This design comes from an exercise in tuning for small area, a short achievable clock period and few clock cycles on the open sky130 flow, not from production work.
At most, simulation tests tie the RTL to the original design; equivalence was not proved.
Power is estimated from default activity; no workload was simulated.

Setup of the reference run:
// line_follower_turn_sequencer
module line_follower_turn_sequencer
(
	input  wire                clk,
	input  wire                arst_n,
	input  wire                in_valid,
	output wire                in_ready,
	input  wire                in_ir_outer_left,
	input  wire                in_ir_inner_left,
	input  wire                in_ir_middle,
	input  wire                in_ir_inner_right,
	input  wire                in_ir_outer_right,
	input  wire                in_ir_park,
	input  wire signed [15:0]  in_yaw_rate,
	input  wire [31:0]         in_time_us,
	output wire                out_valid,
	input  wire                out_ready,
	output wire signed [7:0]   out_left_power,
	output wire signed [7:0]   out_right_power,
	output wire [2:0]          out_next_mode,
	input  wire                cfg_valid,
	output wire                cfg_ready,
	input  wire [1:0]          cfg_reg_index,
	input  wire [19:0]         cfg_wdata
);
	localparam int CAP = 7;     
	localparam int QD  = 6;     
	localparam int QA  = 3;     
	localparam logic [22:0] DEG_UNIT = 23'd15625;   
	logic [19:0] period_q;
	logic [22:0] thr_t_q;
	logic [22:0] thr_b_q;
	logic        cfg_ready_q;
	logic        wr_angle;
	assign wr_angle  = cfg_valid && cfg_ready_q && !cfg_reg_index[1];
	assign cfg_ready = cfg_ready_q;
	always_ff @(posedge clk or negedge arst_n) begin
		if (!arst_n) begin
			period_q    <= lfts_pkg::PERIOD_RST;
			cfg_ready_q <= 1'b0;    
		end else begin
			cfg_ready_q <= !wr_angle;
			if (cfg_valid && cfg_ready_q && cfg_reg_index == lfts_pkg::REG_PERIOD) period_q <= cfg_wdata;
		end
	end
	logic [3:0] occ_q;
	logic       in_ready_q;
	logic       out_valid_q;
	logic       accept, pop;
	logic [3:0] occ_nx;
	assign accept   = in_valid && in_ready_q;
	assign pop      = out_valid_q && out_ready;
	assign occ_nx   = (accept == pop) ? occ_q : accept ? occ_q + 4'd1 : occ_q - 4'd1;
  ...
Size: roughly 2000 cells after synthesis, about 400 flip-flops, roughly 22000 um^2 of cells after synthesis.
clock: 8.0 ns
lec_check: 0
cap_margin: 20
core_margin: 2
core_utilization: 60
setup_slack_margin: 4.7
slew_margin: 20
run.sh (not shown) runs the stock make flow with config.mk's settings and CLKGATE_MAP_FILE= SYNTH_SCRIPT=/design/flow/synth_recipe.tcl, a recipe that flattens the netlist after the stock synthesis.
[inputs] the trial run vs the reference run
diff --git a/flow/design.v b/flow/design.v
--- a/flow/design.v
+++ b/flow/design.v
@@ -444,105 +444,103 @@
 		for (int i = 0; i < 6; i++) begin
 			one[i] = x[2*i+1] ^ x[2*i];
 			two[i] = (x[2*i+2] & ~x[2*i+1] & ~x[2*i]) | (~x[2*i+2] & x[2*i+1] & x[2*i]);
 			neg[i] = x[2*i+2];
 		end
 		digits = {one, two, neg};
 	endfunction
 	logic        hi_next;
 	logic [15:0] ya_q;
 	logic [17:0] da_q;
-	logic        hi_a_q;    
+	logic        hi_a_q, hi_b_q;    
 	logic [25:0] ra, rb, ra_q, rb_q;
 	logic [25:0] r_q, bsum, addend, bu, bv;
 	logic [9:0]  lo10_q;
-	logic [15:0] ad_q;
 	logic        b_co;
 	assign hi_next = (v1 && pend_q) || cm1;
 	always_ff @(posedge clk) begin
 		if (!hi_next) ya_q <= wr_angle ? {7'd0, cfg_wdata[8:0]} : in_yaw_rate;
 		if (hi_next)  da_q <= digits(cm1 ? 10'(DEG_UNIT >> 10) : period_q[19:10]);
 		else          da_q <= digits(wr_angle ? 10'(DEG_UNIT) : period_q[9:0]);
 	end
 	lfts_booth_array u_arr (
 		.y   (ya_q),
 		.one (da_q[17:12]),
 		.two (da_q[11:6]),
 		.neg (da_q[4:0]),
 		.ra  (ra),
 		.rb  (rb)
 	);
-	assign addend = {{10{ad_q[15]}}, ad_q};
+	assign addend = hi_b_q ? {{10{r_q[25]}}, r_q[25:10]} : 26'd0;
 	assign bu     = ra_q ^ rb_q ^ addend;
 	assign bv     = (ra_q & rb_q) | (ra_q & addend) | (rb_q & addend);
 	lfts_add #(.W(26)) u_b (.a(bu), .b({bv[24:0], 1'b0}), .ci(1'b0), .s(bsum), .co(b_co));
 	always_ff @(posedge clk or negedge arst_n) begin
 		if (!arst_n) begin
 			hi_a_q <= 1'b0;
+			hi_b_q <= 1'b0;
 		end else begin
 			hi_a_q <= hi_next;
+			hi_b_q <= hi_a_q;
 		end
 	end
 	always_ff @(posedge clk) begin
 		ra_q   <= ra;
 		rb_q   <= rb;
 		r_q    <= bsum;
-		ad_q   <= hi_a_q ? bsum[25:10] : 16'd0;
 		lo10_q <= r_q[9:0];
 	end
 	logic [2:0]         mode_q;
 	logic signed [40:0] head_q;    
-	logic               f_q;       
-	logic               thr_sel_t;
-	logic [22:0]        thr_sel;
-	logic               cmp;
+	logic               ft_q, fb_q;
+	logic               ct, cb;
 	logic [2:0]         next_m;
 	logic               clr_m;
 	logic [35:0]        step;
 	logic [40:0]        hsum;
 	logic [40:0]        hsat;
 	logic               h_co;
-	assign thr_sel_t = mode_q == lfts_pkg::MODE_TURN90
-		|| (mode_q == lfts_pkg::MODE_FWD && (&ir4[5:1]) && !ir4[0]);
-	assign thr_sel   = thr_sel_t ? thr_t_q : thr_b_q;
-	assign cmp       = !head_q[40] && (head_q[39:10] >= {7'd0, thr_sel});
+	assign ct = !head_q[40] && (head_q[39:10] >= {7'd0, thr_t_q});
+	assign cb = !head_q[40] && (head_q[39:10] >= {7'd0, thr_b_q});
 	lfts_mode_fsm u_fsm (
 		.mode_i (mode_q), .ir_i (ir4),
-		.turn_done_i (int4 ? f_q : cmp), .back_done_i (int4 ? f_q : cmp),
+		.turn_done_i (int4 ? ft_q : ct), .back_done_i (int4 ? fb_q : cb),
 		.next_o (next_m), .clr_o (clr_m)
 	);
 	assign step = {r_q, lo10_q};
 	lfts_add #(.W(41)) u_h (
 		.a ({head_q[39], head_q[39:0]}), .b ({{5{step[35]}}, step}), .ci (1'b0),
 		.s (hsum), .co (h_co)
 	);
 	always_comb begin
 		if (head_q[40] != head_q[39]) hsat = head_q[40] ? {2'b11, 39'd0} : {2'b00, {39{1'b1}}};
 		else                          hsat = head_q;
 	end
 	always_ff @(posedge clk or negedge arst_n) begin
 		if (!arst_n) begin
 			mode_q  <= lfts_pkg::MODE_FWD;
 			head_q  <= '0;
-			f_q     <= 1'b0;
+			ft_q    <= 1'b0;
+			fb_q    <= 1'b0;
 			thr_t_q <= 23'(lfts_pkg::TURN_ANGLE_RST) * DEG_UNIT;
 			thr_b_q <= 23'(lfts_pkg::TURNAROUND_ANGLE_RST) * DEG_UNIT;
 		end else begin
-			f_q <= cmp;
+			ft_q <= ct;
+			fb_q <= cb;
 			if (cm4 && !ir4[0]) thr_t_q <= step[22:0];
 			if (cm4 &&  ir4[0]) thr_b_q <= step[22:0];
 			if (v4 && int4) begin
 				mode_q <= next_m;
 				head_q <= clr_m ? {{5{step[35]}}, step} : hsum;
 			end else if (v4 && clr_m) begin
 				mode_q <= next_m;
-				head_q <= '0;
+				head_q <= '0;    
 			end else begin
 				if (v4) mode_q <= next_m;
 				head_q <= hsat;
 			end
 		end
 	end
 	logic [2:0]    q_mem [QD];
 	logic [QA-1:0] q_wp, q_rp;
 	logic [QA:0]   q_cnt;
 	logic [2:0]    out_next_q;
Results
Compared with the reference run, the trial run shows a higher peak per-stage delay on the critical path. Compared with the reference run, in the trial run sequential share of layout area went down 1.7 points, first-pass GRT wire length saw an increase. Taking the reference run over the trial run, the distinct cell type count of the synthesized netlist ratio works out to 0.807. Count of clock buffers in the final design, the reference run and the trial run, lower one = the trial run. Average routed wire per standard cell, the trial run vs the reference run: down slightly. Changes observed in the trial run relative to the reference run: share of power burned in the clock network saw a decrease; worst setup slack after layout saw a decrease; wire length saw an increase; number of instances in the synthesized netlist saw an increase.
Testbench counts of the trial run, summed over its fixed seeds: cycles 35,495.
No functional check of the RTL was part of the reference run.

## what the ideal ports hide
How much do the figures lean on ideal ports? The routed layouts below were timed once more, with nothing changed but the port constraints.
Step 1 assumes that a clkbuf_16 drives the clock port and a buf_2 every other input.
Step 2 also shifts input and output timing later by t, the mid clock arrival at the registers, as if the neighbouring blocks saw the same clock.
Slacks: ideal / step 1 / step 2; pairs: ideal / step 1.
| run | shift t [ns] | slack for setup (ns) | worst register clock-pin slew, ns | worst slew at a driven data input, ns | pins driven straight from the clock port |
|---|---|---|---|---|---|
| the reference run | 0.611 | 4.632 / 4.632 / 4.332 | 0.06 / 0.06 | 0.04 | 1 |
| the trial run | 0.604 | 4.535 / 4.535 / 4.391 | 0.06 / 0.06 | 0.04 | 1 |
After both steps setup and hold are still met in every run listed. The setup slack of the reference run, which loses most, moves by 0.000 ns with the drivers and by -0.300 ns with both steps.
